From an optimization exercise on the open Yosys and OpenROAD flow, aimed at small area; shortcuts taken in it are not production practice.
In this exercise RTL edits were held to simulation tests only and were not proved equivalent to the original.
Power figures rest on the tool's default switching activity, not on a simulated workload. No driver is modelled on the clock port, so clocking that relies on it looks cheaper here than on a real chip.

job 7842:
Design euc_ctrl_monitor, start of the top module:
module euc_ctrl_monitor #(
    parameter int NUM_CH  = 6,
    parameter int CNT_W   = 16,
    parameter int TIMEOUT = 1024,
    localparam int SEL_W  = (NUM_CH > 1) ? $clog2(NUM_CH) : 1
) (
    input  logic              clock,
    input  logic              reset,
    input  logic [NUM_CH-1:0] ap_start,
    input  logic [NUM_CH-1:0] ap_ready,
    input  logic [NUM_CH-1:0] ap_done,
    input  logic [NUM_CH-1:0] ap_continue,
    input  logic              finish,
    input  logic              rd_req,
    input  logic [SEL_W-1:0]  rd_sel,
    output logic              rd_valid,
    output logic [CNT_W-1:0]  rd_start_cnt,
    output logic [CNT_W-1:0]  rd_done_cnt,
    output logic [CNT_W-1:0]  rd_last_lat,
    output logic [CNT_W-1:0]  rd_max_lat,
    output logic [CNT_W-1:0]  rd_stall_cnt,
    output logic [5:0]        rd_status,
    output logic              all_idle
);
Size in the first run: ~1900 cells after synthesis, roughly 620 flip-flops, about 120 I/O pins, about 26000 um^2 of cells after synthesis.
==> flow/config.mk <==
export PLATFORM = sky130hd
export DESIGN_NAME = euc_ctrl_monitor
export DESIGN_NICKNAME = euc_ctrl_monitor
export VERILOG_FILES = /design/flow/design.v
export SDC_FILE = /design/flow/constraint.sdc
export NUM_CORES = 4
export LEC_CHECK = 0
export CAP_MARGIN = 0
export CORE_MARGIN = 2
export CORE_UTILIZATION = 60
export SLEW_MARGIN = 0
==> flow/constraint.sdc <==
create_clock -name core_clock -period 5.0 [get_ports {clock}]
set_input_delay 1.0000 -clock core_clock [delete_from_list [all_inputs] [get_ports {clock}]]
set_output_delay 1.0000 -clock core_clock [all_outputs]
set_load 0.01 [all_outputs]
standard.sh (not shown) runs the stock make flow with config.mk's settings and CLKGATE_MAP_FILE= SYNTH_SCRIPT=/design/flow/synth_recipe.tcl, a recipe that flattens the netlist after the stock synthesis.
==> flow/flow/run.sh <==
#!/bin/bash
# Layout flow: the standard ORFS flow (standard.sh), built with three
# changes to how the layout is made:
#  1. Synthesis is the standard synthesis script with ABC's mapping script
#     replaced by the area-oriented flow/area.abc (flow/synth_area.tcl). The
#     registers are those of the standard synthesis; the standard synthesis is
#     also run on its own (into std/) so that flow/regnames.py can give every
#     register the instance name the standard synthesis gave it. If that
#     pairing fails, the flow falls back to the standard synthesis.
#  2. Port buffers use the smallest buffer cell (buf_1).
#  3. The clock tree uses larger sink clusters, one buffer type and no dummy
#     loads.
# Logs: std_synth.log, area_synth.log, regnames.log and flow.log here, and
# each ORFS step's own log under orfs/logs and std/logs.
set -euo pipefail
here=$(pwd)
res="$here/orfs/results/sky130hd/euc_ctrl_monitor/base"
export BUFFER_PORTS_ARGS="-buffer_cell sky130_fd_sc_hd__buf_1"
export CTS_ARGS="-sink_clustering_enable -repair_clock_nets -sink_clustering_size 30 -sink_clustering_max_diameter 200 -buf_list sky130_fd_sc_hd__clkbuf_16 -dont_use_dummy_load"
export AREA_ABC_SCRIPT="$here/flow/area.abc"

bash standard.sh WORK_HOME="$here/std" synth > std_synth.log 2>&1
synth=(SYNTH_SCRIPT="$here/flow/synth_area.tcl")
if bash standard.sh "${synth[@]}" "$res/1_2_yosys.v" > area_synth.log 2>&1 &&
   python3 flow/regnames.py "$here/std/results/sky130hd/euc_ctrl_monitor/base/1_2_yosys.v" "$res/1_2_yosys.v" > regnames.log 2>&1; then
  echo "area synthesis used" >> regnames.log
else
  echo "falling back to the standard synthesis" >> regnames.log
  rm -rf "$here/orfs"
  synth=()
fi
bash standard.sh "${synth[@]}" finish > flow.log 2>&1
==> flow/flow/area.abc <==
&get -n
&st
&dch
&nf -R 1000 -p -F 8 -A 4 -a
&put
Other scripts of this flow, unchanged in this note and not shown: flow/flow/regnames.py, flow/flow/synth_area.tcl
Job 7842 finished every step from synthesis to the final layout, and the layout passed the timing, DRC and antenna checks.
The following lists how job 2292 was set up differently from job 7842:
Settings: a change of CORE_UTILIZATION from 60 to 50; a change of CAP_MARGIN from 0 to 10; a change of SLEW_MARGIN from 0 to 10.
Findings:
Per the comparison of job 2292 with job 7842, routing usage on met3 was more or less identical; data arrival time at the worst-slack endpoint went up by 0.18 ns; met1 layer usage reported by global route went down by 6.5 points.
Longest individual stage delay on the worst path delta (job 2292 -> job 7842): insignificant
Delta (job 2292 minus job 7842): total inserted antenna cells about even; placed standard-cell area higher; synthesis-to-finish area growth +0.65 points; register-to-register slack went down.
What job 2375 does differently from job 2292 at the input level:
Settings: changing CORE_UTILIZATION from 50 to 60.
diff --git a/flow/flow/run.sh b/flow/flow/run.sh
--- a/flow/flow/run.sh
+++ b/flow/flow/run.sh
@@ -19 +19 @@
-export CTS_ARGS="-sink_clustering_enable -repair_clock_nets -sink_clustering_size 30 -sink_clustering_max_diameter 200 -buf_list sky130_fd_sc_hd__clkbuf_16 -dont_use_dummy_load"
+export CTS_ARGS="-sink_clustering_enable -repair_clock_nets -sink_clustering_size 30 -sink_clustering_max_diameter 200 -buf_list sky130_fd_sc_hd__clkbuf_16 -root_buf sky130_fd_sc_hd__clkbuf_8 -tree_buf sky130_fd_sc_hd__clkbuf_8 -dont_use_dummy_load"
==> flow/flow/area.abc <==
strash
dch
map -a -B 0
topo
&get -n
&st
&dch
&nf -R 1000 -p -F 8 -A 4 -a -C 32 -L 8
&put
## What came out
Sort job 2375 and job 2292 by worst slack at placement, descending, and job 2375 comes first.
done_q[5][15] as the capture point of the worst path was reported by job 2292, and done_q[4][15] by job 2375.
Compared with job 2292, job 2375 shows power density relative to cell area lower by 1.2%.
The final reports for job 2375 and job 2292 show portion of total power attributed to the clock network lower in the former.
Looking at length of the first detailed-routing pass in iterations across job 2375 and job 2292, the one that comes out higher is job 2375.
The cell count of job 2375 is lower than that of job 2292.
Job 2375 has post-layout worst setup margin above what job 2292 had.
Area occupied by registers of job 2375 is on par with job 2292.
Number of filler instances in the final layout, job 2375 vs job 2292: down by more than a quarter
Job 2375 finished all stages; the layout is clean.
Job 2292 finished all stages; the layout is clean.

[what the ideal ports hide]
Ports are ideal in the flow. The routed layouts listed here were re-timed in OpenROAD. Step 1 sets driving cells, clkbuf_16 on the clock port and buf_2 on the other inputs (assumed; they add their load-dependent delay and slew). Step 2 also shifts input and output timing later by t, the mid clock arrival at the registers, as if the neighbouring blocks saw the same clock. Slacks: ideal / step 1 / step 2; pairs: ideal / step 1.
run	t (ns)	slack for setup (ns)	cell pins on the clock port's net
job 7842	0.631	0.648 / 0.648 / 0.226	1
job 2292	0.641	0.468 / 0.468 / 0.187	1
job 2375	0.743	0.536 / 0.536 / 0.334	1
After both steps setup and hold are still met in every run listed. The setup slack of job 7842, which loses most, moves by 0.000 ns with the drivers and by -0.422 ns with both steps.
